This is an optimization exercise on Yosys and OpenROAD, whose aim is small area, a short achievable clock period and few clock cycles per item, not a production implementation.
Function was not checked in any run shown here: the RTL went through the layout flow alone.

==> flow/design.v (outline; a module is shown in full before it is edited, if it fits) <==
// module ekf_top: 2095 lines
// module ekf_fa: 9 lines
// module ekf_ha: 8 lines
module ekf_top (
    input  logic        clk,
    input  logic        n_rst,
    input  logic        meas_req,
    input  logic [29:0] meas,
    output logic        meas_ack,
    output logic        result_req,
    output logic [47:0] result,
    input  logic        result_ack
);
  // ...
==> flow/run.sh <==
#!/bin/bash
# synth_recipe.tcl (not shown) runs the flow's synth.tcl, then flattens the netlist and writes it again
# the make line also repeats each setting of config.mk as NAME=value (left out here)
make -C /OpenROAD-flow-scripts/flow DESIGN_CONFIG=/design/flow/config.mk WORK_HOME=/design/flow/orfs CLKGATE_MAP_FILE= SYNTH_SCRIPT=/design/flow/synth_recipe.tcl finish
==> flow/config.mk <==
export PLATFORM = sky130hd
export DESIGN_NAME = ekf_top
export DESIGN_NICKNAME = ekf_top
export VERILOG_FILES = /design/flow/design.v
export SDC_FILE = /design/flow/constraint.sdc
export NUM_CORES = 4
export LEC_CHECK = 0
export CAP_MARGIN = 20
export CORE_MARGIN = 2
export CORE_UTILIZATION = 50
export SLEW_MARGIN = 20
export SYNTH_HIERARCHICAL = 1
export SYNTH_MINIMUM_KEEP_SIZE = 0
==> flow/constraint.sdc <==
create_clock -name core_clock -period 22.0 [get_ports {clk}]
set_input_delay 4.4000 -clock core_clock [delete_from_list [all_inputs] [get_ports {clk}]]
set_output_delay 4.4000 -clock core_clock [all_outputs]
set_load 0.01 [all_outputs]
==> results_dict.tcl, run 1 <==
set metrics [dict create \
    slew_headroom_pct 25.3 \
    buffers 124 \
    largest_class "multi-input gates" \
    fin_util_pct 54.8 \
    chipHeight_um 220 \
    inv_count 89 \
    r2r_end "vrc_p[23]" \
    layout.comb_gates.multi_input 2110 \
    htree_levels 4 \
    start_kind "flip-flop" \
    critPathTopFamily "adder cells" \
    routed_wl_um 95000 \
    reg2reg_slack_ns 12.80 \
    status "no timing/DRC/antenna violations" \
    synthAdderAreaFrac_pct 41.3 \
    holdBufCountCts 0 \
    die_area_mm2 0.0483 \
    clk_latency_ns 0.48 \
    worst_slack_ns 12.80 \
    required_ns 22.23 \
    cts-buffers-inserted 17 \
    cp-end-kind "flip-flop" \
]
==> inputs of run 2 (changes only) <==
--- a/flow/config.mk
+++ b/flow/config.mk
@@ -7,6 +7,6 @@
 export LEC_CHECK = 0
-export CAP_MARGIN = 20
+export CAP_MARGIN = 80
 export CORE_MARGIN = 2
 export CORE_UTILIZATION = 50
-export SLEW_MARGIN = 20
+export SLEW_MARGIN = 80
 export SYNTH_HIERARCHICAL = 1
==> run 2 against run 1 <==
Against the previous run:
- critical path depth up 10
- still clean
- core utilization up 7.0 points
- worst setup slack worse by 0.068 ns
- first-iteration DRC count down 7.2%
- global-route usage up 0.65 points
- via count up 2.8%
==> results_dict.tcl, run 2 <==
set metrics [dict create \
    ff2ff_path_depth 34 \
    hold_viol_final 0 \
    hp-class "flip-flop to flip-flop" \
    synth_top_cell_area_share_pct 32.7 \
    largest_register "cap" \
    max_cap_viol_count 0 \
    die_x_um 220 \
    synth_area_per_cell_um2 9.32 \
    drtIter0Drc 2287 \
    grt_usage_pct 41.3 \
    critPathArrivalTime_ns 9.49 \
    vias_per_cell 6.59 \
    cts_tree "done" \
    port_buffers 83 \
    async_flop_share_pct 34.4 \
    cts_setup_buffers 0 \
    synth_warnings 7 \
    grt_pass1_vias 21400 \
    hp-start "soc[18]" \
    hold_path_depth 2 \
    synth_edf_count 54 \
    seq_area_frac_synth_pct 17.0 \
    wl_per_cell_um 30.2 \
    chipHeight_um 220 \
    start_util_pct 50.4 \
    grt_max_degree 38 \
    htree_levels 4 \
    clk_latency_ns 0.48 \
    cp_common_cell "fa_1" \
    multi_input_area_mm2 0.0205 \
    grt_pass1_wl_um 142000 \
    drive_gt1_share_pct 19.8 \
    synth_area_mm2 0.0233 \
    setup_violations 0 \
    fill_cells 3880 \
    area_growth_pct 22.7 \
    cts-buffers-inserted 17 \
    ant_nets 0 \
    netlist_top_cells_count "381 x fa_1, 248 x nor2_1, 234 x nand2_1" \
    fin_crit_sh_pct 42.1 \
    crit_slowest_cell "clkdlybuf4s50_1" \
    reg2reg_from "s1" \
    vias 21100 \
    fmax_mhz 108 \
    fin_skew_ns 0.0105 \
    num_antenna_cells 0 \
    slew_violations 0 \
    synth_cells 2501 \
    worstPathMaxFanout 23 \
    status "no timing/DRC/antenna violations" \
    cts.path.max_buffers 2 \
    dr.pass1.iters 5 \
    ys_ff_latch 157 \
    dpl-instance-area_mm2 0.0274 \
    holdBufCountCts 0 \
    reg2reg_slack_ns 12.73 \
    clk_pin_slew_worst_paths_ns 0.08 \
    tns_ns 0 \
    final_area_mm2 0.0286 \
    cp-end-kind "flip-flop" \
    required_ns 22.23 \
    placementRows 79 \
    final_nets 3157 \
    largest_reg_flops 30 \
    synth.largest_area_cell "fa_1" \
    die_area_mm2 0.0483 \
    cts-root-buf "clkbuf_16" \
    regArea_mm2 0.00405 \
    synth_most_common_cell "fa_1" \
    mostFrequentLayoutCells "380 x fa_1, 217 x nand2_1, 190 x nor2_1" \
    final_common_cell "fa_1" \
    cts.sinks 157 \
    min_period_ns 9.27 \
    synthDistinctLibCells 77 \
    start_kind "flip-flop" \
    io_pins 84 \
    grt_setup_unrepaired "no" \
    worst_hold_slack_ns 0.478 \
    antenna_found_initial 1 \
    place_congestion 1.05 \
    min_to "soc[18]" \
    drc_errors 0 \
    place_hpwl_um 77300 \
    criticalPathCategory "flip-flop to flip-flop" \
    critical-path-max-stage-delay_ns 0.56 \
    r2r_end "vrc_p[17]" \
    grt_overflow_total 0 \
    core_region_area_mm2 0.0463 \
    ctsResizeCount 0 \
    ys.flop_type "edfxtp_1" \
    routed_wl_um 96800 \
    synth_area_leaders "fa_1 33%, ha_1 8.6%, edfxtp_1 7.0%" \
]
[run 2: cell types whose count changed in the layout (fill, tap and decap cells not counted), moves of 27 or more]
cell / change
o21ai_1: +70
nor2_1: -53
a21oi_1: -33
o21ai_0: -95
a21oi_2: +27
nor2_4: +30
[run 2: area by class of cell]
class / count / area share, %
clock buffers: 18 / 1.50
flip-flops and latches: 157 / 14.2
inverters: 89 / 1.27
repair buffers: 207 / 8.23
multi-input cells: 2110 / 71.6
clock inverters: 14 / 0.609
well taps: 607 / 2.66
[run 2: cell families after synthesis]
group / share of synthesized area (%)
AND/OR/NAND/NOR: 13.7
buffers and inverters: 3.79
flip-flops: 17.0
AO/OA/AOI/OAI: 19.8
adder cells (fa/ha/maj): 41.3
multiplexers: 1.28
XOR/XNOR: 3.12
other: 0.0161
[run 2: worst max path at each step]
stage	cells past startpoint	endpoint	from	slack, ns
floorplan	24	vrc_p[23]	s1	14.75
global placement	23	vrc_p[23]	s1	13.01
detailed placement	31	vrc_p[17]	s1	12.98
CTS	31	vrc_p[17]	s1	12.94
global route	34	vrc_p[17]	s1	12.49
finish	34	vrc_p[17]	s1	12.73
[run 2: routing by layer]
metal | up-vias | GRT usage [%] | wire [um]
met2 | 1267 | 63.5 | 43600
met5 | - | 0 | 14
met4 | 2 | 28.8 | 8060
met3 | 347 | 10.9 | 9090
met1 | 10600 | 50.8 | 36000
li1 | 8941 | - | -
[run 2: worst max-delay path, delay by kind of cell, from the launching register on]
family	cells	cell delay, ns
compound gates	7	1.28
xor+xnor	1	0.15
fa+ha+maj	7	2.97
buf+inv	14	3.32
flops	1	0.51
simple gates	5	0.73
[run 2: modules after synthesis (local to each module, per instance)]
module	cells	copies in the design	flops+latches	cell area, um2
ekf_fa	1	378	0	20.0
ekf_top	2098	1	157	15400
ekf_ha	1	25	0	12.5
[run 2: through the flow]
step,instances,utilization (%),worst slack [ns]
2_1_floorplan,2502,-,14.75
3_3_place_gp,3087,53.4,13.01
3_5_place_dp,3154,59.3,12.98
4_1_cts,3186,60.6,12.94
5_1_grt,3202,61.8,12.49
6_report,3202,61.8,12.73

[separate check: timing with driven ports]
How much do the figures lean on ideal ports? The routed layouts below were timed once more, with nothing changed but the port constraints.
Step 1 (the two cells are an assumption about what drives the block):
set clk [get_ports {clk}]
set_driving_cell -lib_cell sky130_fd_sc_hd__clkbuf_16 $clk
set_driving_cell -lib_cell sky130_fd_sc_hd__buf_2 [delete_from_list [all_inputs] $clk]
Step 2 moves the port delays by t, midway between the first and last clock arrival at a register: inputs arrive t later, outputs are due t later. That takes back most of the time a late clock gives input paths.
Three values: no drivers, after step 1, after step 2; two values: the first two.
run | t (ns) | setup WS [ns] | slew at the worst register clock pin (ns) | pins driven straight from the clock port
run 1 | 0.534 | 12.802 / 12.802 / 12.802 | 0.08 / 0.08 | 1
run 2 | 0.541 | 12.734 / 12.734 / 12.734 | 0.08 / 0.08 | 1
After both steps every run listed still meets setup and hold.
